Context: an optimization exercise on an open-source flow, tuned for small area, a short achievable clock period and few clock cycles per item. The choices shown serve that exercise and are no tape-out recipe.
Function was not checked in any run shown here: the RTL went through the layout flow alone.

==> flow/design.v, too long to show whole: its modules and the start of the top module <==
// module conv3x3_stream_engine: 2037 lines
// module csa_fa: 10 lines
module conv3x3_stream_engine #(
    parameter int BIT_DEPTH = 8,
    parameter int IMG_W     = 28,
    parameter int IMG_H     = 28,
    parameter int ACC_W     = 20,
    parameter int ADDR_W    = 10
) (
    input  logic                 clk,
    input  logic                 rst,
    input  logic                 kernel_wr_en,
    input  logic [3:0]           kernel_wr_addr,
    input  logic [BIT_DEPTH-1:0] kernel_wr_data,
    input  logic                 start,
    input  logic [1:0]           stride,
    input  logic                 relu_en,
    input  logic [4:0]           shift_amt,
    input  logic                 pix_valid,
    input  logic [BIT_DEPTH-1:0] pix_data,
    output logic                 pix_ready,
    output logic                 out_valid,
    output logic [BIT_DEPTH-1:0] out_data,
    output logic [ADDR_W-1:0]    out_addr,
    input  logic                 out_ready,
    output logic                 busy,
    output logic                 done
);
  // ...
==> flow/run.sh <==
#!/bin/bash
# synth_recipe.tcl (not shown) runs the flow's synth.tcl, then flattens the netlist and writes it again
# the make line also repeats each setting of config.mk as NAME=value (left out here)
make -C /OpenROAD-flow-scripts/flow DESIGN_CONFIG=/design/flow/config.mk WORK_HOME=/design/flow/orfs CLKGATE_MAP_FILE= SYNTH_SCRIPT=/design/flow/synth_recipe.tcl finish
==> flow/config.mk <==
export PLATFORM = sky130hd
export DESIGN_NAME = conv3x3_stream_engine
export DESIGN_NICKNAME = conv3x3_stream_engine
export VERILOG_FILES = /design/flow/design.v
export SDC_FILE = /design/flow/constraint.sdc
export NUM_CORES = 4
export LEC_CHECK = 0
export CAP_MARGIN = 50
export CORE_MARGIN = 2
export CORE_UTILIZATION = 40
export SLEW_MARGIN = 70
export SYNTH_HIERARCHICAL = 1
==> flow/constraint.sdc <==
create_clock -name core_clock -period 13.0 [get_ports {clk}]
set_input_delay 2.6000 -clock core_clock [delete_from_list [all_inputs] [get_ports {clk}]]
set_output_delay 2.6000 -clock core_clock [all_outputs]
set_load 0.01 [all_outputs]
==> impl_results.md, run 1 <==
* Placeable Area at 98,400 um^2
* Critical Path Slowest Stage Cell: fa_1
* Post-synthesis compound-gate area fraction at 3.08%
* CTS Hold Bufs at 0
* Via count at 22.0k
* Status: complete, no violations
* Final hold vios at 0
* Num Clock Sinks at 778
* First-pass GRT wire length at 146,000 um
* Worst EP arrival at 5.13 ns
* Critical path type: flip-flop to flip-flop
* P&R area growth vs syn at 14.5%
* Final Worst Setup Slack at 8.44 ns
* Regs by FF count: lbc: 464 flops, rp: 115 flops, kr: 72 flops
* CTS buffer count at 84
* Die Y at 319 um
* Crit end category: flip-flop
* Asr flop ratio synth at 0%
* I/O Buffers at 55
* Commonest non-fill, non-tap cell in the layout: edfxtp_1
* CLK BUF at 106
* # Taps at 1,287
* Main synth FF type: edfxtp_1
==> inputs of run 2 (changes only) <==
--- a/flow/design.v
+++ b/flow/design.v
@@ -128,17 +128,17 @@
     wire [7:0] tp7 = lbc[8*0 +: 8];
     wire [7:0] tp6 = lbc[8*1 +: 8];
     wire [7:0] tp5 = lbc[8*27 +: 8];
     wire [7:0] tp4 = lbc[8*28 +: 8];
     wire [7:0] tp3 = lbc[8*29 +: 8];
     wire [7:0] tp2 = lbc[8*55 +: 8];
     wire [7:0] tp1 = lbc[8*56 +: 8];
     wire [7:0] tp0 = lbc[8*57 +: 8];
-    logic [115-1:0] rp;
+    logic [157-1:0] rp;
     logic [19:0]     sum;
     logic            vp, vs;
     wire pp1 = ~(tp0[0] & kr[0][0]);
     wire pp2 = ~(tp0[1] & kr[0][0]);
     wire pp3 = ~(tp0[2] & kr[0][0]);
     wire pp4 = ~(tp0[3] & kr[0][0]);
     wire pp5 = ~(tp0[4] & kr[0][0]);
     wire pp6 = ~(tp0[5] & kr[0][0]);
@@ -1581,395 +1581,439 @@
     wire fs1028, fc1028;
     csa_fa u_fa1028 (.a(fc869), .b(fc870), .c(fc871), .s(fs1028), .co(fc1028));
     wire fs1029, fc1029;
     csa_fa u_fa1029 (.a(fc872), .b(fc873), .c(fc953), .s(fs1029), .co(fc1029));
     wire fs1030, fc1030;
     csa_fa u_fa1030 (.a(fc954), .b(fc955), .c(fc956), .s(fs1030), .co(fc1030));
     wire fs1031, fc1031;
     csa_fa u_fa1031 (.a(fc957), .b(fc958), .c(fc959), .s(fs1031), .co(fc1031));
-    wire fs1032, fc1032;
-    csa_fa u_fa1032 (.a(pp1), .b(pp65), .c(pp129), .s(fs1032), .co(fc1032));
-    wire fs1033, fc1033;
-    csa_fa u_fa1033 (.a(fs963), .b(fs964), .c(s965), .s(fs1033), .co(fc1033));
+    always_ff @(posedge clk) begin
+        rp[0] <= pp1;
+        rp[1] <= pp65;
+        rp[2] <= pp129;
+        rp[3] <= pp193;
+        rp[4] <= pp257;
+        rp[5] <= pp321;
+        rp[6] <= pp385;
+        rp[7] <= pp449;
+        rp[8] <= pp513;
+        rp[9] <= fs963;
+        rp[10] <= fs964;
+        rp[11] <= s965;
+        rp[12] <= pp329;
+        rp[13] <= pp386;
+        rp[14] <= pp393;
+        rp[15] <= pp450;
+        rp[16] <= pp457;
+        rp[17] <= pp514;
+        rp[18] <= pp521;
+        rp[19] <= fs967;
+        rp[20] <= fs968;
+        rp[21] <= fs969;
+        rp[22] <= fs970;
+        rp[23] <= pp529;
+        rp[24] <= fc874;
+        rp[25] <= c876;
+        rp[26] <= fc963;
+        rp[27] <= fc964;
+        rp[28] <= c966;
+        rp[29] <= fs971;
+        rp[30] <= fs972;
+        rp[31] <= fs973;
+        rp[32] <= fs974;
+        rp[33] <= s975;
+        rp[34] <= c882;
+        rp[35] <= fc967;
+        rp[36] <= fc968;
+        rp[37] <= fc969;
+        rp[38] <= fc970;
+        rp[39] <= fs977;
+        rp[40] <= fs978;
+        rp[41] <= fs979;
+        rp[42] <= fs980;
+        rp[43] <= fs981;
+        rp[44] <= fc971;
+        rp[45] <= fc972;
+        rp[46] <= fc973;
+        rp[47] <= fc974;
+        rp[48] <= c976;
+        rp[49] <= fs982;
+        rp[50] <= fs983;
+        rp[51] <= fs984;
+        rp[52] <= fs985;
+        rp[53] <= fs986;
+        rp[54] <= fc977;
+        rp[55] <= fc978;
+        rp[56] <= fc979;
+        rp[57] <= fc980;
+        rp[58] <= fc981;
+        rp[59] <= fs987;
+        rp[60] <= fs988;
+        rp[61] <= fs989;
+        rp[62] <= fs990;
+        rp[63] <= fs991;
+        rp[64] <= fc982;
+        rp[65] <= fc983;
+        rp[66] <= fc984;
+        rp[67] <= fc985;
+        rp[68] <= fc986;
+        rp[69] <= fs992;
+        rp[70] <= fs993;
+        rp[71] <= fs994;
+        rp[72] <= fs995;
+        rp[73] <= fs996;
+        rp[74] <= fc987;
+        rp[75] <= fc988;
+        rp[76] <= fc989;
+        rp[77] <= fc990;
+        rp[78] <= fc991;
+        rp[79] <= fs997;
+        rp[80] <= fs998;
+        rp[81] <= fs999;
+        rp[82] <= fs1000;
+        rp[83] <= fs1001;
+        rp[84] <= fc992;
+        rp[85] <= fc993;
+        rp[86] <= fc994;
+        rp[87] <= fc995;
+        rp[88] <= fc996;
+        rp[89] <= fs1002;
+        rp[90] <= fs1003;
+        rp[91] <= fs1004;
+        rp[92] <= fs1005;
+        rp[93] <= fs1006;
+        rp[94] <= fc997;
+        rp[95] <= fc998;
+        rp[96] <= fc999;
+        rp[97] <= fc1000;
+        rp[98] <= fc1001;
+        rp[99] <= fs1007;
+        rp[100] <= fs1008;
+        rp[101] <= fs1009;
+        rp[102] <= fs1010;
+        rp[103] <= fs1011;
+        rp[104] <= fc1002;
+        rp[105] <= fc1003;
+        rp[106] <= fc1004;
+        rp[107] <= fc1005;
+        rp[108] <= fc1006;
+        rp[109] <= fs1012;
+        rp[110] <= fs1013;
+        rp[111] <= fs1014;
+        rp[112] <= fs1015;
+        rp[113] <= fs1016;
+        rp[114] <= fc1007;
+        rp[115] <= fc1008;
+        rp[116] <= fc1009;
+        rp[117] <= fc1010;
+        rp[118] <= fc1011;
+        rp[119] <= fs1017;
+        rp[120] <= fs1018;
+        rp[121] <= fs1019;
+        rp[122] <= fs1020;
+        rp[123] <= fs1021;
+        rp[124] <= fc1012;
+        rp[125] <= fc1013;
+        rp[126] <= fc1014;
+        rp[127] <= fc1015;
+        rp[128] <= fc1016;
+        rp[129] <= fs1022;
+        rp[130] <= fs1023;
+        rp[131] <= fs1024;
+        rp[132] <= fs1025;
+        rp[133] <= fs1026;
+        rp[134] <= fc1017;
+        rp[135] <= fc1018;
+        rp[136] <= fc1019;
+        rp[137] <= fc1020;
+        rp[138] <= fc1021;
+        rp[139] <= fs1027;
+        rp[140] <= fs1028;
+        rp[141] <= fs1029;
+        rp[142] <= fs1030;
+        rp[143] <= fs1031;
+        rp[144] <= fc1022;
+        rp[145] <= fc1023;
+        rp[146] <= fc1024;
+        rp[147] <= fc1025;
+        rp[148] <= fc1026;
+        rp[149] <= fc960;
+        rp[150] <= fc961;
+        rp[151] <= fc962;
+        rp[152] <= fc1027;
+        rp[153] <= fc1028;
+        rp[154] <= fc1029;
+        rp[155] <= fc1030;
+        rp[156] <= fc1031;
+    end
+    wire s1032 = ~(rp[9] ^ rp[10]);
+    wire c1033 = rp[9] | rp[10];
     wire fs1034, fc1034;
-    csa_fa u_fa1034 (.a(pp329), .b(pp386), .c(pp393), .s(fs1034), .co(fc1034));
+    csa_fa u_fa1034 (.a(rp[19]), .b(rp[20]), .c(rp[21]), .s(fs1034), .co(fc1034));
     wire fs1035, fc1035;
-    csa_fa u_fa1035 (.a(fs967), .b(fs968), .c(fs969), .s(fs1035), .co(fc1035));
+    csa_fa u_fa1035 (.a(rp[29]), .b(rp[30]), .c(rp[31]), .s(fs1035), .co(fc1035));
     wire fs1036, fc1036;
-    csa_fa u_fa1036 (.a(fs970), .b(pp529), .c(fc874), .s(fs1036), .co(fc1036));
-    wire s1037 = ~(c876 ^ fc963);
-    wire c1038 = c876 | fc963;
+    csa_fa u_fa1036 (.a(rp[39]), .b(rp[40]), .c(rp[41]), .s(fs1036), .co(fc1036));
+    wire fs1037, fc1037;
+    csa_fa u_fa1037 (.a(rp[49]), .b(rp[50]), .c(rp[51]), .s(fs1037), .co(fc1037));
+    wire fs1038, fc1038;
+    csa_fa u_fa1038 (.a(rp[59]), .b(rp[60]), .c(rp[61]), .s(fs1038), .co(fc1038));
     wire fs1039, fc1039;
-    csa_fa u_fa1039 (.a(fs971), .b(fs972), .c(fs973), .s(fs1039), .co(fc1039));
+    csa_fa u_fa1039 (.a(rp[69]), .b(rp[70]), .c(rp[71]), .s(fs1039), .co(fc1039));
     wire fs1040, fc1040;
-    csa_fa u_fa1040 (.a(fs974), .b(s975), .c(c882), .s(fs1040), .co(fc1040));
+    csa_fa u_fa1040 (.a(rp[79]), .b(rp[80]), .c(rp[81]), .s(fs1040), .co(fc1040));
     wire fs1041, fc1041;
-    csa_fa u_fa1041 (.a(fc967), .b(fc968), .c(fc969), .s(fs1041), .co(fc1041));
+    csa_fa u_fa1041 (.a(rp[89]), .b(rp[90]), .c(rp[91]), .s(fs1041), .co(fc1041));
     wire fs1042, fc1042;
-    csa_fa u_fa1042 (.a(fs977), .b(fs978), .c(fs979), .s(fs1042), .co(fc1042));
+    csa_fa u_fa1042 (.a(rp[99]), .b(rp[100]), .c(rp[101]), .s(fs1042), .co(fc1042));
     wire fs1043, fc1043;
-    csa_fa u_fa1043 (.a(fs980), .b(fs981), .c(fc971), .s(fs1043), .co(fc1043));
+    csa_fa u_fa1043 (.a(rp[109]), .b(rp[110]), .c(rp[111]), .s(fs1043), .co(fc1043));
     wire fs1044, fc1044;
-    csa_fa u_fa1044 (.a(fc972), .b(fc973), .c(fc974), .s(fs1044), .co(fc1044));
+    csa_fa u_fa1044 (.a(rp[119]), .b(rp[120]), .c(rp[121]), .s(fs1044), .co(fc1044));
     wire fs1045, fc1045;
-    csa_fa u_fa1045 (.a(fs982), .b(fs983), .c(fs984), .s(fs1045), .co(fc1045));
+    csa_fa u_fa1045 (.a(rp[129]), .b(rp[130]), .c(rp[131]), .s(fs1045), .co(fc1045));
     wire fs1046, fc1046;
-    csa_fa u_fa1046 (.a(fs985), .b(fs986), .c(fc977), .s(fs1046), .co(fc1046));
-    wire fs1047, fc1047;
-    csa_fa u_fa1047 (.a(fc978), .b(fc979), .c(fc980), .s(fs1047), .co(fc1047));
-    wire fs1048, fc1048;
-    csa_fa u_fa1048 (.a(fs987), .b(fs988), .c(fs989), .s(fs1048), .co(fc1048));
+    csa_fa u_fa1046 (.a(rp[139]), .b(rp[140]), .c(rp[141]), .s(fs1046), .co(fc1046));
+    wire s1047 = ~(1'b0 ^ rp[149]);
+    wire c1048 = 1'b0 | rp[149];
     wire fs1049, fc1049;
-    csa_fa u_fa1049 (.a(fs990), .b(fs991), .c(fc982), .s(fs1049), .co(fc1049));
-    wire fs1050, fc1050;
-    csa_fa u_fa1050 (.a(fc983), .b(fc984), .c(fc985), .s(fs1050), .co(fc1050));
-    wire fs1051, fc1051;
-    csa_fa u_fa1051 (.a(fs992), .b(fs993), .c(fs994), .s(fs1051), .co(fc1051));
+    csa_fa u_fa1049 (.a(rp[0]), .b(rp[1]), .c(rp[2]), .s(fs1049), .co(fc1049));
+    wire s1050 = ~(rp[3] ^ rp[4]);
+    wire c1051 = rp[3] | rp[4];
     wire fs1052, fc1052;
-    csa_fa u_fa1052 (.a(fs995), .b(fs996), .c(fc987), .s(fs1052), .co(fc1052));
+    csa_fa u_fa1052 (.a(s1032), .b(rp[11]), .c(rp[12]), .s(fs1052), .co(fc1052));
     wire fs1053, fc1053;
-    csa_fa u_fa1053 (.a(fc988), .b(fc989), .c(fc990), .s(fs1053), .co(fc1053));
-    wire fs1054, fc1054;
-    csa_fa u_fa1054 (.a(fs997), .b(fs998), .c(fs999), .s(fs1054), .co(fc1054));
-    wire fs1055, fc1055;
-    csa_fa u_fa1055 (.a(fs1000), .b(fs1001), .c(fc992), .s(fs1055), .co(fc1055));
+    csa_fa u_fa1053 (.a(rp[13]), .b(rp[14]), .c(rp[15]), .s(fs1053), .co(fc1053));
+    wire s1054 = ~(rp[16] ^ rp[17]);
+    wire c1055 = rp[16] | rp[17];
     wire fs1056, fc1056;
-    csa_fa u_fa1056 (.a(fc993), .b(fc994), .c(fc995), .s(fs1056), .co(fc1056));
+    csa_fa u_fa1056 (.a(fs1034), .b(rp[22]), .c(rp[23]), .s(fs1056), .co(fc1056));
     wire fs1057, fc1057;
-    csa_fa u_fa1057 (.a(fs1002), .b(fs1003), .c(fs1004), .s(fs1057), .co(fc1057));
+    csa_fa u_fa1057 (.a(rp[24]), .b(rp[25]), .c(rp[26]), .s(fs1057), .co(fc1057));
     wire fs1058, fc1058;
-    csa_fa u_fa1058 (.a(fs1005), .b(fs1006), .c(fc997), .s(fs1058), .co(fc1058));
+    csa_fa u_fa1058 (.a(rp[27]), .b(rp[28]), .c(c1033), .s(fs1058), .co(fc1058));
     wire fs1059, fc1059;
-    csa_fa u_fa1059 (.a(fc998), .b(fc999), .c(fc1000), .s(fs1059), .co(fc1059));
+    csa_fa u_fa1059 (.a(fs1035), .b(rp[32]), .c(rp[33]), .s(fs1059), .co(fc1059));
     wire fs1060, fc1060;
-    csa_fa u_fa1060 (.a(fs1007), .b(fs1008), .c(fs1009), .s(fs1060), .co(fc1060));
+    csa_fa u_fa1060 (.a(rp[34]), .b(rp[35]), .c(rp[36]), .s(fs1060), .co(fc1060));
     wire fs1061, fc1061;
-    csa_fa u_fa1061 (.a(fs1010), .b(fs1011), .c(fc1002), .s(fs1061), .co(fc1061));
+    csa_fa u_fa1061 (.a(rp[37]), .b(rp[38]), .c(fc1034), .s(fs1061), .co(fc1061));
     wire fs1062, fc1062;
-    csa_fa u_fa1062 (.a(fc1003), .b(fc1004), .c(fc1005), .s(fs1062), .co(fc1062));
+    csa_fa u_fa1062 (.a(fs1036), .b(rp[42]), .c(rp[43]), .s(fs1062), .co(fc1062));
     wire fs1063, fc1063;
-    csa_fa u_fa1063 (.a(fs1012), .b(fs1013), .c(fs1014), .s(fs1063), .co(fc1063));
+    csa_fa u_fa1063 (.a(rp[44]), .b(rp[45]), .c(rp[46]), .s(fs1063), .co(fc1063));
     wire fs1064, fc1064;
-    csa_fa u_fa1064 (.a(fs1015), .b(fs1016), .c(fc1007), .s(fs1064), .co(fc1064));
+    csa_fa u_fa1064 (.a(rp[47]), .b(rp[48]), .c(fc1035), .s(fs1064), .co(fc1064));
     wire fs1065, fc1065;
-    csa_fa u_fa1065 (.a(fc1008), .b(fc1009), .c(fc1010), .s(fs1065), .co(fc1065));
+    csa_fa u_fa1065 (.a(fs1037), .b(rp[52]), .c(rp[53]), .s(fs1065), .co(fc1065));
     wire fs1066, fc1066;
-    csa_fa u_fa1066 (.a(fs1017), .b(fs1018), .c(fs1019), .s(fs1066), .co(fc1066));
+    csa_fa u_fa1066 (.a(rp[54]), .b(rp[55]), .c(rp[56]), .s(fs1066), .co(fc1066));
     wire fs1067, fc1067;
-    csa_fa u_fa1067 (.a(fs1020), .b(fs1021), .c(fc1012), .s(fs1067), .co(fc1067));
+    csa_fa u_fa1067 (.a(rp[57]), .b(rp[58]), .c(fc1036), .s(fs1067), .co(fc1067));
     wire fs1068, fc1068;
-    csa_fa u_fa1068 (.a(fc1013), .b(fc1014), .c(fc1015), .s(fs1068), .co(fc1068));
+    csa_fa u_fa1068 (.a(fs1038), .b(rp[62]), .c(rp[63]), .s(fs1068), .co(fc1068));
     wire fs1069, fc1069;
-    csa_fa u_fa1069 (.a(fs1022), .b(fs1023), .c(fs1024), .s(fs1069), .co(fc1069));
+    csa_fa u_fa1069 (.a(rp[64]), .b(rp[65]), .c(rp[66]), .s(fs1069), .co(fc1069));
     wire fs1070, fc1070;
-    csa_fa u_fa1070 (.a(fs1025), .b(fs1026), .c(fc1017), .s(fs1070), .co(fc1070));
+    csa_fa u_fa1070 (.a(rp[67]), .b(rp[68]), .c(fc1037), .s(fs1070), .co(fc1070));
     wire fs1071, fc1071;
-    csa_fa u_fa1071 (.a(fc1018), .b(fc1019), .c(fc1020), .s(fs1071), .co(fc1071));
+    csa_fa u_fa1071 (.a(fs1039), .b(rp[72]), .c(rp[73]), .s(fs1071), .co(fc1071));
     wire fs1072, fc1072;
-    csa_fa u_fa1072 (.a(fs1027), .b(fs1028), .c(fs1029), .s(fs1072), .co(fc1072));
+    csa_fa u_fa1072 (.a(rp[74]), .b(rp[75]), .c(rp[76]), .s(fs1072), .co(fc1072));
     wire fs1073, fc1073;
-    csa_fa u_fa1073 (.a(fs1030), .b(fs1031), .c(fc1022), .s(fs1073), .co(fc1073));
+    csa_fa u_fa1073 (.a(rp[77]), .b(rp[78]), .c(fc1038), .s(fs1073), .co(fc1073));
     wire fs1074, fc1074;
-    csa_fa u_fa1074 (.a(fc1023), .b(fc1024), .c(fc1025), .s(fs1074), .co(fc1074));
-    wire s1075 = 1'b0 ^ fc960 ^ fc961;
-    wire c1076 = (1'b0 & fc960) | (1'b0 & fc961) | (fc960 & fc961);
+    csa_fa u_fa1074 (.a(fs1040), .b(rp[82]), .c(rp[83]), .s(fs1074), .co(fc1074));
+    wire fs1075, fc1075;
+    csa_fa u_fa1075 (.a(rp[84]), .b(rp[85]), .c(rp[86]), .s(fs1075), .co(fc1075));
+    wire fs1076, fc1076;
+    csa_fa u_fa1076 (.a(rp[87]), .b(rp[88]), .c(fc1039), .s(fs1076), .co(fc1076));
     wire fs1077, fc1077;
-    csa_fa u_fa1077 (.a(fc962), .b(fc1027), .c(fc1028), .s(fs1077), .co(fc1077));
-    wire s1078 = ~(fc1029 ^ fc1030);
-    wire c1079 = fc1029 | fc1030;
-    always_ff @(posedge clk) begin
-        rp[0] <= fs1032;
-        rp[1] <= pp193;
-        rp[2] <= pp257;
-        rp[3] <= pp321;
-        rp[4] <= pp385;
-        rp[5] <= pp449;
-        rp[6] <= pp513;
-        rp[7] <= fs1033;
-        rp[8] <= fs1034;
-        rp[9] <= pp450;
-        rp[10] <= pp457;
-        rp[11] <= pp514;
-        rp[12] <= pp521;
-        rp[13] <= fc1032;
-        rp[14] <= fs1035;
-        rp[15] <= fs1036;
-        rp[16] <= s1037;
-        rp[17] <= fc964;
-        rp[18] <= c966;
-        rp[19] <= fc1033;
-        rp[20] <= fc1034;
-        rp[21] <= fs1039;
-        rp[22] <= fs1040;
-        rp[23] <= fs1041;
-        rp[24] <= fc970;
-        rp[25] <= fc1035;
-        rp[26] <= fc1036;
-        rp[27] <= c1038;
-        rp[28] <= fs1042;
-        rp[29] <= fs1043;
-        rp[30] <= fs1044;
-        rp[31] <= c976;
-        rp[32] <= fc1039;
-        rp[33] <= fc1040;
-        rp[34] <= fc1041;
-        rp[35] <= fs1045;
-        rp[36] <= fs1046;
-        rp[37] <= fs1047;
-        rp[38] <= fc981;
-        rp[39] <= fc1042;
-        rp[40] <= fc1043;
-        rp[41] <= fc1044;
-        rp[42] <= fs1048;
-        rp[43] <= fs1049;
-        rp[44] <= fs1050;
-        rp[45] <= fc986;
-        rp[46] <= fc1045;
-        rp[47] <= fc1046;
-        rp[48] <= fc1047;
-        rp[49] <= fs1051;
-        rp[50] <= fs1052;
-        rp[51] <= fs1053;
-        rp[52] <= fc991;
-        rp[53] <= fc1048;
-        rp[54] <= fc1049;
-        rp[55] <= fc1050;
-        rp[56] <= fs1054;
-        rp[57] <= fs1055;
-        rp[58] <= fs1056;
-        rp[59] <= fc996;
-        rp[60] <= fc1051;
-        rp[61] <= fc1052;
-        rp[62] <= fc1053;
-        rp[63] <= fs1057;
-        rp[64] <= fs1058;
-        rp[65] <= fs1059;
-        rp[66] <= fc1001;
-        rp[67] <= fc1054;
-        rp[68] <= fc1055;
-        rp[69] <= fc1056;
-        rp[70] <= fs1060;
-        rp[71] <= fs1061;
-        rp[72] <= fs1062;
-        rp[73] <= fc1006;
-        rp[74] <= fc1057;
-        rp[75] <= fc1058;
-        rp[76] <= fc1059;
-        rp[77] <= fs1063;
-        rp[78] <= fs1064;
-        rp[79] <= fs1065;
-        rp[80] <= fc1011;
-        rp[81] <= fc1060;
-        rp[82] <= fc1061;
-        rp[83] <= fc1062;
-        rp[84] <= fs1066;
-        rp[85] <= fs1067;
-        rp[86] <= fs1068;
-        rp[87] <= fc1016;
-        rp[88] <= fc1063;
-        rp[89] <= fc1064;
-        rp[90] <= fc1065;
-        rp[91] <= fs1069;
-        rp[92] <= fs1070;
-        rp[93] <= fs1071;
-        rp[94] <= fc1021;
-        rp[95] <= fc1066;
-        rp[96] <= fc1067;
-        rp[97] <= fc1068;
-        rp[98] <= fs1072;
-        rp[99] <= fs1073;
-        rp[100] <= fs1074;
-        rp[101] <= fc1026;
-        rp[102] <= fc1069;
-        rp[103] <= fc1070;
-        rp[104] <= fc1071;
-        rp[105] <= s1075;
-        rp[106] <= fs1077;
-        rp[107] <= s1078;
-        rp[108] <= fc1031;
-        rp[109] <= fc1072;
-        rp[110] <= fc1073;
-        rp[111] <= fc1074;
-        rp[112] <= c1076;
-        rp[113] <= fc1077;
-        rp[114] <= c1079;
-    end
-    wire s1080 = ~(rp[0] ^ rp[1]);
-    wire c1081 = rp[0] | rp[1];
+    csa_fa u_fa1077 (.a(fs1041), .b(rp[92]), .c(rp[93]), .s(fs1077), .co(fc1077));
+    wire fs1078, fc1078;
+    csa_fa u_fa1078 (.a(rp[94]), .b(rp[95]), .c(rp[96]), .s(fs1078), .co(fc1078));
+    wire fs1079, fc1079;
+    csa_fa u_fa1079 (.a(rp[97]), .b(rp[98]), .c(fc1040), .s(fs1079), .co(fc1079));
+    wire fs1080, fc1080;
+    csa_fa u_fa1080 (.a(fs1042), .b(rp[102]), .c(rp[103]), .s(fs1080), .co(fc1080));
+    wire fs1081, fc1081;
+    csa_fa u_fa1081 (.a(rp[104]), .b(rp[105]), .c(rp[106]), .s(fs1081), .co(fc1081));
     wire fs1082, fc1082;
-    csa_fa u_fa1082 (.a(rp[7]), .b(rp[8]), .c(rp[9]), .s(fs1082), .co(fc1082));
+    csa_fa u_fa1082 (.a(rp[107]), .b(rp[108]), .c(fc1041), .s(fs1082), .co(fc1082));
     wire fs1083, fc1083;
-    csa_fa u_fa1083 (.a(rp[14]), .b(rp[15]), .c(rp[16]), .s(fs1083), .co(fc1083));
+    csa_fa u_fa1083 (.a(fs1043), .b(rp[112]), .c(rp[113]), .s(fs1083), .co(fc1083));
     wire fs1084, fc1084;
-    csa_fa u_fa1084 (.a(rp[21]), .b(rp[22]), .c(rp[23]), .s(fs1084), .co(fc1084));
+    csa_fa u_fa1084 (.a(rp[114]), .b(rp[115]), .c(rp[116]), .s(fs1084), .co(fc1084));
     wire fs1085, fc1085;
-    csa_fa u_fa1085 (.a(rp[28]), .b(rp[29]), .c(rp[30]), .s(fs1085), .co(fc1085));
+    csa_fa u_fa1085 (.a(rp[117]), .b(rp[118]), .c(fc1042), .s(fs1085), .co(fc1085));
     wire fs1086, fc1086;
-    csa_fa u_fa1086 (.a(rp[35]), .b(rp[36]), .c(rp[37]), .s(fs1086), .co(fc1086));
+    csa_fa u_fa1086 (.a(fs1044), .b(rp[122]), .c(rp[123]), .s(fs1086), .co(fc1086));
     wire fs1087, fc1087;
-    csa_fa u_fa1087 (.a(rp[42]), .b(rp[43]), .c(rp[44]), .s(fs1087), .co(fc1087));
+    csa_fa u_fa1087 (.a(rp[124]), .b(rp[125]), .c(rp[126]), .s(fs1087), .co(fc1087));
     wire fs1088, fc1088;
-    csa_fa u_fa1088 (.a(rp[49]), .b(rp[50]), .c(rp[51]), .s(fs1088), .co(fc1088));
+    csa_fa u_fa1088 (.a(rp[127]), .b(rp[128]), .c(fc1043), .s(fs1088), .co(fc1088));
     wire fs1089, fc1089;
-    csa_fa u_fa1089 (.a(rp[56]), .b(rp[57]), .c(rp[58]), .s(fs1089), .co(fc1089));
+    csa_fa u_fa1089 (.a(fs1045), .b(rp[132]), .c(rp[133]), .s(fs1089), .co(fc1089));
     wire fs1090, fc1090;
-    csa_fa u_fa1090 (.a(rp[63]), .b(rp[64]), .c(rp[65]), .s(fs1090), .co(fc1090));
+    csa_fa u_fa1090 (.a(rp[134]), .b(rp[135]), .c(rp[136]), .s(fs1090), .co(fc1090));
     wire fs1091, fc1091;
-    csa_fa u_fa1091 (.a(rp[70]), .b(rp[71]), .c(rp[72]), .s(fs1091), .co(fc1091));
+    csa_fa u_fa1091 (.a(rp[137]), .b(rp[138]), .c(fc1044), .s(fs1091), .co(fc1091));
     wire fs1092, fc1092;
-    csa_fa u_fa1092 (.a(rp[77]), .b(rp[78]), .c(rp[79]), .s(fs1092), .co(fc1092));
+    csa_fa u_fa1092 (.a(fs1046), .b(rp[142]), .c(rp[143]), .s(fs1092), .co(fc1092));
     wire fs1093, fc1093;
-    csa_fa u_fa1093 (.a(rp[84]), .b(rp[85]), .c(rp[86]), .s(fs1093), .co(fc1093));
+    csa_fa u_fa1093 (.a(rp[144]), .b(rp[145]), .c(rp[146]), .s(fs1093), .co(fc1093));
     wire fs1094, fc1094;
-    csa_fa u_fa1094 (.a(rp[91]), .b(rp[92]), .c(rp[93]), .s(fs1094), .co(fc1094));
+    csa_fa u_fa1094 (.a(rp[147]), .b(rp[148]), .c(fc1045), .s(fs1094), .co(fc1094));
     wire fs1095, fc1095;
-    csa_fa u_fa1095 (.a(rp[98]), .b(rp[99]), .c(rp[100]), .s(fs1095), .co(fc1095));
+    csa_fa u_fa1095 (.a(s1047), .b(rp[150]), .c(rp[151]), .s(fs1095), .co(fc1095));
     wire fs1096, fc1096;
-    csa_fa u_fa1096 (.a(rp[105]), .b(rp[106]), .c(rp[107]), .s(fs1096), .co(fc1096));
+    csa_fa u_fa1096 (.a(rp[152]), .b(rp[153]), .c(rp[154]), .s(fs1096), .co(fc1096));
     wire fs1097, fc1097;
-    csa_fa u_fa1097 (.a(s1080), .b(rp[2]), .c(rp[3]), .s(fs1097), .co(fc1097));
+    csa_fa u_fa1097 (.a(rp[155]), .b(rp[156]), .c(fc1046), .s(fs1097), .co(fc1097));
     wire fs1098, fc1098;
-    csa_fa u_fa1098 (.a(fs1082), .b(rp[10]), .c(rp[11]), .s(fs1098), .co(fc1098));
-    wire s1099 = ~(rp[12] ^ rp[13]);
-    wire c1100 = rp[12] | rp[13];
-    wire fs1101, fc1101;
-    csa_fa u_fa1101 (.a(fs1083), .b(rp[17]), .c(rp[18]), .s(fs1101), .co(fc1101));
+    csa_fa u_fa1098 (.a(fs1049), .b(s1050), .c(rp[5]), .s(fs1098), .co(fc1098));
+    wire fs1099, fc1099;
+    csa_fa u_fa1099 (.a(fs1052), .b(fs1053), .c(s1054), .s(fs1099), .co(fc1099));
+    wire s1100 = ~(rp[18] ^ fc1049);
+    wire c1101 = rp[18] | fc1049;
     wire fs1102, fc1102;
-    csa_fa u_fa1102 (.a(rp[19]), .b(rp[20]), .c(fc1082), .s(fs1102), .co(fc1102));
+    csa_fa u_fa1102 (.a(fs1056), .b(fs1057), .c(fs1058), .s(fs1102), .co(fc1102));
     wire fs1103, fc1103;
-    csa_fa u_fa1103 (.a(fs1084), .b(rp[24]), .c(rp[25]), .s(fs1103), .co(fc1103));
+    csa_fa u_fa1103 (.a(fc1052), .b(fc1053), .c(c1055), .s(fs1103), .co(fc1103));
     wire fs1104, fc1104;
-    csa_fa u_fa1104 (.a(rp[26]), .b(rp[27]), .c(fc1083), .s(fs1104), .co(fc1104));
+    csa_fa u_fa1104 (.a(fs1059), .b(fs1060), .c(fs1061), .s(fs1104), .co(fc1104));
     wire fs1105, fc1105;
-    csa_fa u_fa1105 (.a(fs1085), .b(rp[31]), .c(rp[32]), .s(fs1105), .co(fc1105));
+    csa_fa u_fa1105 (.a(fc1056), .b(fc1057), .c(fc1058), .s(fs1105), .co(fc1105));
     wire fs1106, fc1106;
-    csa_fa u_fa1106 (.a(rp[33]), .b(rp[34]), .c(fc1084), .s(fs1106), .co(fc1106));
+    csa_fa u_fa1106 (.a(fs1062), .b(fs1063), .c(fs1064), .s(fs1106), .co(fc1106));
     wire fs1107, fc1107;
-    csa_fa u_fa1107 (.a(fs1086), .b(rp[38]), .c(rp[39]), .s(fs1107), .co(fc1107));
+    csa_fa u_fa1107 (.a(fc1059), .b(fc1060), .c(fc1061), .s(fs1107), .co(fc1107));
     wire fs1108, fc1108;
-    csa_fa u_fa1108 (.a(rp[40]), .b(rp[41]), .c(fc1085), .s(fs1108), .co(fc1108));
+    csa_fa u_fa1108 (.a(fs1065), .b(fs1066), .c(fs1067), .s(fs1108), .co(fc1108));
     wire fs1109, fc1109;
-    csa_fa u_fa1109 (.a(fs1087), .b(rp[45]), .c(rp[46]), .s(fs1109), .co(fc1109));
+    csa_fa u_fa1109 (.a(fc1062), .b(fc1063), .c(fc1064), .s(fs1109), .co(fc1109));
     wire fs1110, fc1110;
-    csa_fa u_fa1110 (.a(rp[47]), .b(rp[48]), .c(fc1086), .s(fs1110), .co(fc1110));
+    csa_fa u_fa1110 (.a(fs1068), .b(fs1069), .c(fs1070), .s(fs1110), .co(fc1110));
     wire fs1111, fc1111;
-    csa_fa u_fa1111 (.a(fs1088), .b(rp[52]), .c(rp[53]), .s(fs1111), .co(fc1111));
+    csa_fa u_fa1111 (.a(fc1065), .b(fc1066), .c(fc1067), .s(fs1111), .co(fc1111));
     wire fs1112, fc1112;
-    csa_fa u_fa1112 (.a(rp[54]), .b(rp[55]), .c(fc1087), .s(fs1112), .co(fc1112));
+    csa_fa u_fa1112 (.a(fs1071), .b(fs1072), .c(fs1073), .s(fs1112), .co(fc1112));
     wire fs1113, fc1113;
-    csa_fa u_fa1113 (.a(fs1089), .b(rp[59]), .c(rp[60]), .s(fs1113), .co(fc1113));
+    csa_fa u_fa1113 (.a(fc1068), .b(fc1069), .c(fc1070), .s(fs1113), .co(fc1113));
     wire fs1114, fc1114;
-    csa_fa u_fa1114 (.a(rp[61]), .b(rp[62]), .c(fc1088), .s(fs1114), .co(fc1114));
+    csa_fa u_fa1114 (.a(fs1074), .b(fs1075), .c(fs1076), .s(fs1114), .co(fc1114));
     wire fs1115, fc1115;
-    csa_fa u_fa1115 (.a(fs1090), .b(rp[66]), .c(rp[67]), .s(fs1115), .co(fc1115));
+    csa_fa u_fa1115 (.a(fc1071), .b(fc1072), .c(fc1073), .s(fs1115), .co(fc1115));
     wire fs1116, fc1116;
-    csa_fa u_fa1116 (.a(rp[68]), .b(rp[69]), .c(fc1089), .s(fs1116), .co(fc1116));
+    csa_fa u_fa1116 (.a(fs1077), .b(fs1078), .c(fs1079), .s(fs1116), .co(fc1116));
     wire fs1117, fc1117;
-    csa_fa u_fa1117 (.a(fs1091), .b(rp[73]), .c(rp[74]), .s(fs1117), .co(fc1117));
+    csa_fa u_fa1117 (.a(fc1074), .b(fc1075), .c(fc1076), .s(fs1117), .co(fc1117));
     wire fs1118, fc1118;
-    csa_fa u_fa1118 (.a(rp[75]), .b(rp[76]), .c(fc1090), .s(fs1118), .co(fc1118));
+    csa_fa u_fa1118 (.a(fs1080), .b(fs1081), .c(fs1082), .s(fs1118), .co(fc1118));
     wire fs1119, fc1119;
-    csa_fa u_fa1119 (.a(fs1092), .b(rp[80]), .c(rp[81]), .s(fs1119), .co(fc1119));
+    csa_fa u_fa1119 (.a(fc1077), .b(fc1078), .c(fc1079), .s(fs1119), .co(fc1119));
     wire fs1120, fc1120;
-    csa_fa u_fa1120 (.a(rp[82]), .b(rp[83]), .c(fc1091), .s(fs1120), .co(fc1120));
+    csa_fa u_fa1120 (.a(fs1083), .b(fs1084), .c(fs1085), .s(fs1120), .co(fc1120));
     wire fs1121, fc1121;
-    csa_fa u_fa1121 (.a(fs1093), .b(rp[87]), .c(rp[88]), .s(fs1121), .co(fc1121));
+    csa_fa u_fa1121 (.a(fc1080), .b(fc1081), .c(fc1082), .s(fs1121), .co(fc1121));
     wire fs1122, fc1122;
-    csa_fa u_fa1122 (.a(rp[89]), .b(rp[90]), .c(fc1092), .s(fs1122), .co(fc1122));
+    csa_fa u_fa1122 (.a(fs1086), .b(fs1087), .c(fs1088), .s(fs1122), .co(fc1122));
     wire fs1123, fc1123;
-    csa_fa u_fa1123 (.a(fs1094), .b(rp[94]), .c(rp[95]), .s(fs1123), .co(fc1123));
+    csa_fa u_fa1123 (.a(fc1083), .b(fc1084), .c(fc1085), .s(fs1123), .co(fc1123));
     wire fs1124, fc1124;
-    csa_fa u_fa1124 (.a(rp[96]), .b(rp[97]), .c(fc1093), .s(fs1124), .co(fc1124));
+    csa_fa u_fa1124 (.a(fs1089), .b(fs1090), .c(fs1091), .s(fs1124), .co(fc1124));
     wire fs1125, fc1125;
-    csa_fa u_fa1125 (.a(fs1095), .b(rp[101]), .c(rp[102]), .s(fs1125), .co(fc1125));
+    csa_fa u_fa1125 (.a(fc1086), .b(fc1087), .c(fc1088), .s(fs1125), .co(fc1125));
     wire fs1126, fc1126;
-    csa_fa u_fa1126 (.a(rp[103]), .b(rp[104]), .c(fc1094), .s(fs1126), .co(fc1126));
+    csa_fa u_fa1126 (.a(fs1092), .b(fs1093), .c(fs1094), .s(fs1126), .co(fc1126));
     wire fs1127, fc1127;
-    csa_fa u_fa1127 (.a(fs1096), .b(rp[108]), .c(rp[109]), .s(fs1127), .co(fc1127));
+    csa_fa u_fa1127 (.a(fc1089), .b(fc1090), .c(fc1091), .s(fs1127), .co(fc1127));
     wire fs1128, fc1128;
-    csa_fa u_fa1128 (.a(rp[110]), .b(rp[111]), .c(fc1095), .s(fs1128), .co(fc1128));
-    wire s1129 = 1'b0 ^ rp[112] ^ rp[113];
-    wire c1130 = (1'b0 & rp[112]) | (1'b0 & rp[113]) | (rp[112] & rp[113]);
-    wire s1131 = ~(rp[114] ^ fc1096);
-    wire c1132 = rp[114] | fc1096;
-    wire s1133 = ~(fs1097 ^ rp[4]);
-    wire c1134 = fs1097 | rp[4];
-    wire fs1135, fc1135;
-    csa_fa u_fa1135 (.a(fs1098), .b(s1099), .c(c1081), .s(fs1135), .co(fc1135));
+    csa_fa u_fa1128 (.a(fs1095), .b(fs1096), .c(fs1097), .s(fs1128), .co(fc1128));
+    wire fs1129, fc1129;
+    csa_fa u_fa1129 (.a(fc1092), .b(fc1093), .c(fc1094), .s(fs1129), .co(fc1129));
+    wire s1130 = 1'b0 ^ c1048 ^ fc1095;
+    wire c1131 = (1'b0 & c1048) | (1'b0 & fc1095) | (c1048 & fc1095);
+    wire s1132 = ~(fc1096 ^ fc1097);
+    wire c1133 = fc1096 | fc1097;
+    wire s1134 = ~(fs1098 ^ rp[6]);
+    wire c1135 = fs1098 | rp[6];
     wire fs1136, fc1136;
-    csa_fa u_fa1136 (.a(fs1101), .b(fs1102), .c(fc1098), .s(fs1136), .co(fc1136));
+    csa_fa u_fa1136 (.a(fs1099), .b(s1100), .c(c1051), .s(fs1136), .co(fc1136));
     wire fs1137, fc1137;
-    csa_fa u_fa1137 (.a(fs1103), .b(fs1104), .c(fc1101), .s(fs1137), .co(fc1137));
+    csa_fa u_fa1137 (.a(fs1102), .b(fs1103), .c(fc1099), .s(fs1137), .co(fc1137));
     wire fs1138, fc1138;
-    csa_fa u_fa1138 (.a(fs1105), .b(fs1106), .c(fc1103), .s(fs1138), .co(fc1138));
+    csa_fa u_fa1138 (.a(fs1104), .b(fs1105), .c(fc1102), .s(fs1138), .co(fc1138));
     wire fs1139, fc1139;
-    csa_fa u_fa1139 (.a(fs1107), .b(fs1108), .c(fc1105), .s(fs1139), .co(fc1139));
+    csa_fa u_fa1139 (.a(fs1106), .b(fs1107), .c(fc1104), .s(fs1139), .co(fc1139));
     wire fs1140, fc1140;
-    csa_fa u_fa1140 (.a(fs1109), .b(fs1110), .c(fc1107), .s(fs1140), .co(fc1140));
+    csa_fa u_fa1140 (.a(fs1108), .b(fs1109), .c(fc1106), .s(fs1140), .co(fc1140));
     wire fs1141, fc1141;
-    csa_fa u_fa1141 (.a(fs1111), .b(fs1112), .c(fc1109), .s(fs1141), .co(fc1141));
+    csa_fa u_fa1141 (.a(fs1110), .b(fs1111), .c(fc1108), .s(fs1141), .co(fc1141));
     wire fs1142, fc1142;
-    csa_fa u_fa1142 (.a(fs1113), .b(fs1114), .c(fc1111), .s(fs1142), .co(fc1142));
+    csa_fa u_fa1142 (.a(fs1112), .b(fs1113), .c(fc1110), .s(fs1142), .co(fc1142));
     wire fs1143, fc1143;
-    csa_fa u_fa1143 (.a(fs1115), .b(fs1116), .c(fc1113), .s(fs1143), .co(fc1143));
+    csa_fa u_fa1143 (.a(fs1114), .b(fs1115), .c(fc1112), .s(fs1143), .co(fc1143));
     wire fs1144, fc1144;
-    csa_fa u_fa1144 (.a(fs1117), .b(fs1118), .c(fc1115), .s(fs1144), .co(fc1144));
+    csa_fa u_fa1144 (.a(fs1116), .b(fs1117), .c(fc1114), .s(fs1144), .co(fc1144));
     wire fs1145, fc1145;
-    csa_fa u_fa1145 (.a(fs1119), .b(fs1120), .c(fc1117), .s(fs1145), .co(fc1145));
+    csa_fa u_fa1145 (.a(fs1118), .b(fs1119), .c(fc1116), .s(fs1145), .co(fc1145));
     wire fs1146, fc1146;
-    csa_fa u_fa1146 (.a(fs1121), .b(fs1122), .c(fc1119), .s(fs1146), .co(fc1146));
+    csa_fa u_fa1146 (.a(fs1120), .b(fs1121), .c(fc1118), .s(fs1146), .co(fc1146));
     wire fs1147, fc1147;
-    csa_fa u_fa1147 (.a(fs1123), .b(fs1124), .c(fc1121), .s(fs1147), .co(fc1147));
+    csa_fa u_fa1147 (.a(fs1122), .b(fs1123), .c(fc1120), .s(fs1147), .co(fc1147));
     wire fs1148, fc1148;
-    csa_fa u_fa1148 (.a(fs1125), .b(fs1126), .c(fc1123), .s(fs1148), .co(fc1148));
+    csa_fa u_fa1148 (.a(fs1124), .b(fs1125), .c(fc1122), .s(fs1148), .co(fc1148));
     wire fs1149, fc1149;
-    csa_fa u_fa1149 (.a(fs1127), .b(fs1128), .c(fc1125), .s(fs1149), .co(fc1149));
+    csa_fa u_fa1149 (.a(fs1126), .b(fs1127), .c(fc1124), .s(fs1149), .co(fc1149));
     wire fs1150, fc1150;
-    csa_fa u_fa1150 (.a(s1129), .b(s1131), .c(fc1127), .s(fs1150), .co(fc1150));
-    wire s1151 = ~(1'b0 ^ c1130);
-    wire c1152 = 1'b0 | c1130;
-    wire s1153 = ~(s1133 ^ rp[5]);
-    wire c1154 = s1133 | rp[5];
-    wire fs1155, fc1155;
-    csa_fa u_fa1155 (.a(fs1135), .b(fc1097), .c(c1134), .s(fs1155), .co(fc1155));
+    csa_fa u_fa1150 (.a(fs1128), .b(fs1129), .c(fc1126), .s(fs1150), .co(fc1150));
+    wire fs1151, fc1151;
+    csa_fa u_fa1151 (.a(s1130), .b(s1132), .c(fc1128), .s(fs1151), .co(fc1151));
+    wire s1152 = ~(1'b0 ^ c1131);
+    wire c1153 = 1'b0 | c1131;
+    wire s1154 = ~(s1134 ^ rp[7]);
+    wire c1155 = s1134 | rp[7];
     wire fs1156, fc1156;
-    csa_fa u_fa1156 (.a(fs1136), .b(c1100), .c(fc1135), .s(fs1156), .co(fc1156));
+    csa_fa u_fa1156 (.a(fs1136), .b(fc1098), .c(c1135), .s(fs1156), .co(fc1156));
     wire fs1157, fc1157;
-    csa_fa u_fa1157 (.a(fs1137), .b(fc1102), .c(fc1136), .s(fs1157), .co(fc1157));
+    csa_fa u_fa1157 (.a(fs1137), .b(c1101), .c(fc1136), .s(fs1157), .co(fc1157));
     wire fs1158, fc1158;
-    csa_fa u_fa1158 (.a(fs1138), .b(fc1104), .c(fc1137), .s(fs1158), .co(fc1158));
+    csa_fa u_fa1158 (.a(fs1138), .b(fc1103), .c(fc1137), .s(fs1158), .co(fc1158));
     wire fs1159, fc1159;
-    csa_fa u_fa1159 (.a(fs1139), .b(fc1106), .c(fc1138), .s(fs1159), .co(fc1159));
+    csa_fa u_fa1159 (.a(fs1139), .b(fc1105), .c(fc1138), .s(fs1159), .co(fc1159));
     wire fs1160, fc1160;
-    csa_fa u_fa1160 (.a(fs1140), .b(fc1108), .c(fc1139), .s(fs1160), .co(fc1160));
+    csa_fa u_fa1160 (.a(fs1140), .b(fc1107), .c(fc1139), .s(fs1160), .co(fc1160));
     wire fs1161, fc1161;
-    csa_fa u_fa1161 (.a(fs1141), .b(fc1110), .c(fc1140), .s(fs1161), .co(fc1161));
+    csa_fa u_fa1161 (.a(fs1141), .b(fc1109), .c(fc1140), .s(fs1161), .co(fc1161));
     wire fs1162, fc1162;
-    csa_fa u_fa1162 (.a(fs1142), .b(fc1112), .c(fc1141), .s(fs1162), .co(fc1162));
+    csa_fa u_fa1162 (.a(fs1142), .b(fc1111), .c(fc1141), .s(fs1162), .co(fc1162));
     wire fs1163, fc1163;
-    csa_fa u_fa1163 (.a(fs1143), .b(fc1114), .c(fc1142), .s(fs1163), .co(fc1163));
+    csa_fa u_fa1163 (.a(fs1143), .b(fc1113), .c(fc1142), .s(fs1163), .co(fc1163));
     wire fs1164, fc1164;
-    csa_fa u_fa1164 (.a(fs1144), .b(fc1116), .c(fc1143), .s(fs1164), .co(fc1164));
+    csa_fa u_fa1164 (.a(fs1144), .b(fc1115), .c(fc1143), .s(fs1164), .co(fc1164));
     wire fs1165, fc1165;
-    csa_fa u_fa1165 (.a(fs1145), .b(fc1118), .c(fc1144), .s(fs1165), .co(fc1165));
+    csa_fa u_fa1165 (.a(fs1145), .b(fc1117), .c(fc1144), .s(fs1165), .co(fc1165));
     wire fs1166, fc1166;
-    csa_fa u_fa1166 (.a(fs1146), .b(fc1120), .c(fc1145), .s(fs1166), .co(fc1166));
+    csa_fa u_fa1166 (.a(fs1146), .b(fc1119), .c(fc1145), .s(fs1166), .co(fc1166));
     wire fs1167, fc1167;
-    csa_fa u_fa1167 (.a(fs1147), .b(fc1122), .c(fc1146), .s(fs1167), .co(fc1167));
+    csa_fa u_fa1167 (.a(fs1147), .b(fc1121), .c(fc1146), .s(fs1167), .co(fc1167));
     wire fs1168, fc1168;
-    csa_fa u_fa1168 (.a(fs1148), .b(fc1124), .c(fc1147), .s(fs1168), .co(fc1168));
+    csa_fa u_fa1168 (.a(fs1148), .b(fc1123), .c(fc1147), .s(fs1168), .co(fc1168));
     wire fs1169, fc1169;
-    csa_fa u_fa1169 (.a(fs1149), .b(fc1126), .c(fc1148), .s(fs1169), .co(fc1169));
+    csa_fa u_fa1169 (.a(fs1149), .b(fc1125), .c(fc1148), .s(fs1169), .co(fc1169));
     wire fs1170, fc1170;
-    csa_fa u_fa1170 (.a(fs1150), .b(fc1128), .c(fc1149), .s(fs1170), .co(fc1170));
+    csa_fa u_fa1170 (.a(fs1150), .b(fc1127), .c(fc1149), .s(fs1170), .co(fc1170));
     wire fs1171, fc1171;
-    csa_fa u_fa1171 (.a(s1151), .b(c1132), .c(fc1150), .s(fs1171), .co(fc1171));
-    wire [19:0] row_a = {1'b0, c1152, fs1171, fs1170, fs1169, fs1168, fs1167, fs1166, fs1165, fs1164, fs1163, fs1162, fs1161, fs1160, fs1159, fs1158, fs1157, fs1156, fs1155, s1153};
-    wire [19:0] row_b = {1'b1, fc1171, fc1170, fc1169, fc1168, fc1167, fc1166, fc1165, fc1164, fc1163, fc1162, fc1161, fc1160, fc1159, fc1158, fc1157, fc1156, fc1155, c1154, rp[6]};
+    csa_fa u_fa1171 (.a(fs1151), .b(fc1129), .c(fc1150), .s(fs1171), .co(fc1171));
+    wire fs1172, fc1172;
+    csa_fa u_fa1172 (.a(s1152), .b(c1133), .c(fc1151), .s(fs1172), .co(fc1172));
+    wire [19:0] row_a = {1'b0, c1153, fs1172, fs1171, fs1170, fs1169, fs1168, fs1167, fs1166, fs1165, fs1164, fs1163, fs1162, fs1161, fs1160, fs1159, fs1158, fs1157, fs1156, s1154};
+    wire [19:0] row_b = {1'b1, fc1172, fc1171, fc1170, fc1169, fc1168, fc1167, fc1166, fc1165, fc1164, fc1163, fc1162, fc1161, fc1160, fc1159, fc1158, fc1157, fc1156, c1155, rp[8]};
     always_ff @(posedge clk) begin
         sum <= ~(row_a + row_b + 20'd1);
         if (!rst) begin
             vp <= 1'b0;
             vs <= 1'b0;
         end else begin
             vp <= px_e;
             vs <= vp;
==> impl_results.md, run 2 <==
* Via count at 22.0k (about the same)
* Post-CTS Resized at 0 (unchanged)
* # DRC at 0 (unchanged)
* Vias/cell at 5.17 (was 5.20)
* Cell Area, Placed at 42,900 um^2 (was 42,400 um^2)
* Most frequent cells in the layout: 583 x edfxtp_1, 541 x fa_1, 539 x nand2_1, 226 x dfxtp_1, 173 x and2_1 (was 583 x edfxtp_1, 540 x fa_1, 520 x nand2_1, 184 x dfxtp_1, 174 x and2_1)
* Largest register FFs at 464 (unchanged)
* Most numerous cell in the Yosys netlist: edfxtp_1 (unchanged)
* Hold depth at 0 (unchanged)
* Root Buffer: clkbuf_16 (unchanged)
* Critical path type: flip-flop to flip-flop (unchanged)
* Status: complete, no violations (unchanged)
* Gr usage total at 19.3% (was 19.2%)
* Max-slew headroom at 69.3% (was 68.7%)
* Finished Layout Cells at 4,261 (was 4,227)
* Final HPWL DP at 76,200 um (was 75,100 um)
* First-pass GRT wire length at 147,000 um (was 146,000 um)
* CP Max Fanout at 4 (was 3)
* CP cell instances: fa_1, fa_1, fa_1, fa_1, fa_1, ha_1, a21o_1, a221oi_1, a21oi_1, o31ai_1, a21oi_1, a211oi_1, xor2_1 (was fa_1, fa_1, fa_1, fa_1, fa_1, a21o_1, a2111oi_4, o211a_1, o21ai_1, a311o_1, a21oi_1, xor2_1)
* CTS Hold Bufs at 0 (unchanged)
* Routed Antenna Nets at 0 (unchanged)
* Biggest register: lbc (unchanged)
* Setup Buffers After CTS at 0 (unchanged)
* Setup slack, reg-to-reg at 7.84 ns (was 8.44 ns)
* Critical R2R Capture: sum[17]$_DFF_P_ (was sum[18]$_DFF_P_)
* CTS buffer count at 86 (was 84)
* CTS clk-pin slew, worst paths at 0.06 ns (about the same)
* Share of cells above drive strength 1 at 11.4% (was 12.1%)
* EDFF count, synth at 583 (unchanged)
* Fin crit share at 39.7% (was 35.0%)
* Placeable Area at 100,000 um^2 (was 98,400 um^2)
* Sink of the worst hold path: lbc[128]$_DFFE_PP_ (was lbc[262]$_DFFE_PP_)
* Actual slew at the worst max-slew pin at 0.460 ns (was 0.469 ns)
* CTS tree: yes (unchanged)
* Min cycle time layout at 5.16 ns (was 4.56 ns)
* P&R area growth vs syn at 14.3% (was 14.5%)
* RD Place Congestion at 0.933 (was 0.937)
* Worst EP required at 13.58 ns (was 13.57 ns)
* Skew-Pair Late Insertion Delay at 0.69 ns (was 0.66 ns)
* Ports at 56 (unchanged)
* Drt total wl at 97,200 um (was 95,400 um)
* Antenna Diode Count at 0 (was 1)
* Final hold vios at 0 (unchanged)
* CP peak stage delay at 0.52 ns (was 0.55 ns)
* Largest net degree at the start of global routing at 63 (was 56)
* Syn_nets at 3,374 (was 3,349)
* Row cnt at 116 (was 115)
* Post-synthesis area per instance at 14.7 um^2 (was 14.6 um^2)
* # H-tree levels at 3 (unchanged)
* Multi-input combinational cell area at 17,400 um^2 (was 17,600 um^2)
* Die Y at 322 um (was 319 um)
* # fillers at 8,723 (was 8,676)
* Overflow after GRT at 0 (unchanged)
* Achievable Freq at 0.194 GHz (was 0.219 GHz)
* Asr flop ratio synth at 0% (unchanged)
* Worst EP arrival at 5.74 ns (was 5.13 ns)
* Setup Viol. Count Final at 0 (unchanged)
* Max-cap viol count at 0 (unchanged)
* Unique masters post-synth at 58 (was 74)
* CP Launch Type: flip-flop (unchanged)
* Slew Viols, Final at 0 (unchanged)
* Design area at 46,200 um^2 (was 45,500 um^2)
* Mapped cell area at 40,400 um^2 (was 39,800 um^2)
* Starting DRT DRC Count at 2,076 (was 1,897)
* Die width at 322 um (was 319 um)
* Die Area at 104,000 um^2 (was 102,000 um^2)
* Main synth FF type: edfxtp_1 (unchanged)
* Most used cell, CP: fa_1 (unchanged)
* Clock skew at 0.0589 ns (was 0.0297 ns)
* Final Worst Setup Slack at 7.84 ns (was 8.44 ns)
* Num Clock Sinks at 820 (was 778)
* Max clock buf depth at 3 (unchanged)
* Placed cell count at 4,063 (was 4,035)
* Regs by FF count: lbc: 464 flops, rp: 157 flops, kr: 72 flops (was lbc: 464 flops, rp: 115 flops, kr: 72 flops)
* Post-Synthesis Cells at 2,745 (was 2,720)
* Hold_sp: lbc[120]$_DFFE_PP_ (was lbc[254]$_DFFE_PP_)
* Commonest non-fill, non-tap cell in the layout: edfxtp_1 (unchanged)
* I/O Buffers at 55 (unchanged)
* Post-Place Worst Slack at 7.82 ns (was 7.96 ns)
* Crit end category: flip-flop (unchanged)
* Post-Route Setup TNS at 0 ns (unchanged)
* Avg WL per Cell at 22.8 um (was 22.6 um)
* 1st-pass router iterations at 6 (unchanged)
* Reg2reg start: rp[39]$_DFF_P_ (was rp[7]$_DFF_P_)
* RSZ-0062 raised after global routing: no (unchanged)
* FF-to-FF path depth at 13 (was 12)
* Hold Path Class: flip-flop to flip-flop (unchanged)
* Flops & latches, synth at 820 (was 778)
* FF/Latch Area at 22,300 um^2 (was 21,400 um^2)
* Antenna violations before repair at 2 (was 7)
* Critical Path Slowest Stage Cell: fa_1 (unchanged)
* Top post-synthesis cells by count: 583 x edfxtp_1, 541 x fa_1, 539 x nand2_1 (was 583 x edfxtp_1, 540 x fa_1, 521 x nand2_1)
* Post-synthesis sequential area ratio at 55.1% (was 53.9%)
* Synth top area share at 43.4% (was 44.0%)
* Top post-synthesis cells by area: edfxtp_1 43%, fa_1 27%, dfxtp_1 12% (was edfxtp_1 44%, fa_1 27%, dfxtp_1 9.8%)
* Dominant cell type by area after synthesis: edfxtp_1 (unchanged)
* Synth warnings at 8 (unchanged)
* Starting Density at 40.3% (was 40.4%)
* Vias in the first global route at 23.7k (about the same)
* Final nets at 3,518 (was 3,499)
-- run 2: how the worst max path moves through the flow --
stage,endpoint,from,depth (start not counted)
5_1_grt,sum[17]$_DFF_P_,rp[39]$_DFF_P_,13
6_report,sum[17]$_DFF_P_,rp[39]$_DFF_P_,13
4_1_cts,sum[17]$_DFF_P_,rp[39]$_DFF_P_,13
2_1_floorplan,lbc[0]$_DFFE_PP_,px_v$_SDFF_PN0_,0
3_3_place_gp,sum[18]$_DFF_P_,rp[39]$_DFF_P_,13
3_5_place_dp,sum[17]$_DFF_P_,rp[39]$_DFF_P_,13
-- run 2: area by class of cell --
| cell class | instances | area share [%] |
|---|---|---|
| clock inverter | 42 | 1.08 |
| clock buffer | 120 | 5.31 |
| multi-input combinational | 1695 | 37.7 |
| tap | 1298 | 3.52 |
| sequential | 820 | 48.2 |
| inverter | 92 | 0.751 |
| timing repair buffer | 194 | 3.43 |
-- run 2: through the flow --
step	hold WS [ns]	utilization, %
final	0.408	46.1
after global routing	0.414	46.1
after CTS	0.410	45.8
after detailed placement	0.405	42.9
after global placement	0.401	42.0
after floorplan	0.400	-
-- run 2: worst max-delay path: cells and delay by family, from the launching register on --
kind / cells / cell delay [ns]
AO/OA/AOI/OAI: 6 / 1.68
XOR/XNOR: 1 / 0.19
adder cells (fa/ha/maj): 6 / 2.89
flip-flops: 1 / 0.31
-- run 2: per-layer routing --
metal	GRT usage (%)	up-vias	wire length [um]	share of wire, %
li1	-	9428	-	-
met1	26.8	11500	41300	43
met2	31.0	899	46000	47
met3	3.03	179	6450	6.6
met4	6.87	2	3390	3.5
met5	0	-	11	0.011
-- run 2: modules after synthesis, one instance, submodules excluded --
module	flip-flops and latches	copies in the design	cell area, um^2
csa_fa	0	540	20.0
conv3x3_stream_engine	820	1	29600
-- run 2: logic make-up (layout without fill, tap and decap cells) --
group | after synthesis | after routing | synth area share, %
multiplexers | 30 | 30 | 1.16
AND/OR/NAND/NOR | 870 | 870 | 9.61
XOR/XNOR | 33 | 33 | 0.716
adder cells (fa/ha/maj) | 596 | 596 | 28.5
buffers and inverters | 230 | 448 | 2.22
flip-flops | 820 | 820 | 55.1
AO/OA/AOI/OAI | 166 | 166 | 2.66

## port drivers added, routing unchanged
In the flow no input, the clock included, has a driving cell. The finished layouts below were timed again as built, in two steps. Step 1 assumes that a clkbuf_16 drives the clock port and a buf_2 every other input. Step 2 also shifts input and output timing later by t, the mid clock arrival at the registers, as if the neighbouring blocks saw the same clock. a / b / c = ideal / step 1 / step 2; a / b = the first two.
run | t, ns | setup WS [ns] | hold slack, ns | latest minus earliest clock arrival (ns) | cell pins on the clock port's net
run 1 | 0.709 | 8.444 / 8.444 / 7.973 | 0.400 / 0.400 / 0.400 | 0.035 / 0.034 | 1
run 2 | 0.722 | 7.840 / 7.840 / 7.840 | 0.408 / 0.408 / 0.408 | 0.059 / 0.059 | 1
After both steps setup and hold are still met in every run listed. The setup slack of run 1, which loses most, moves by 0.000 ns with the drivers and by -0.471 ns with both steps.
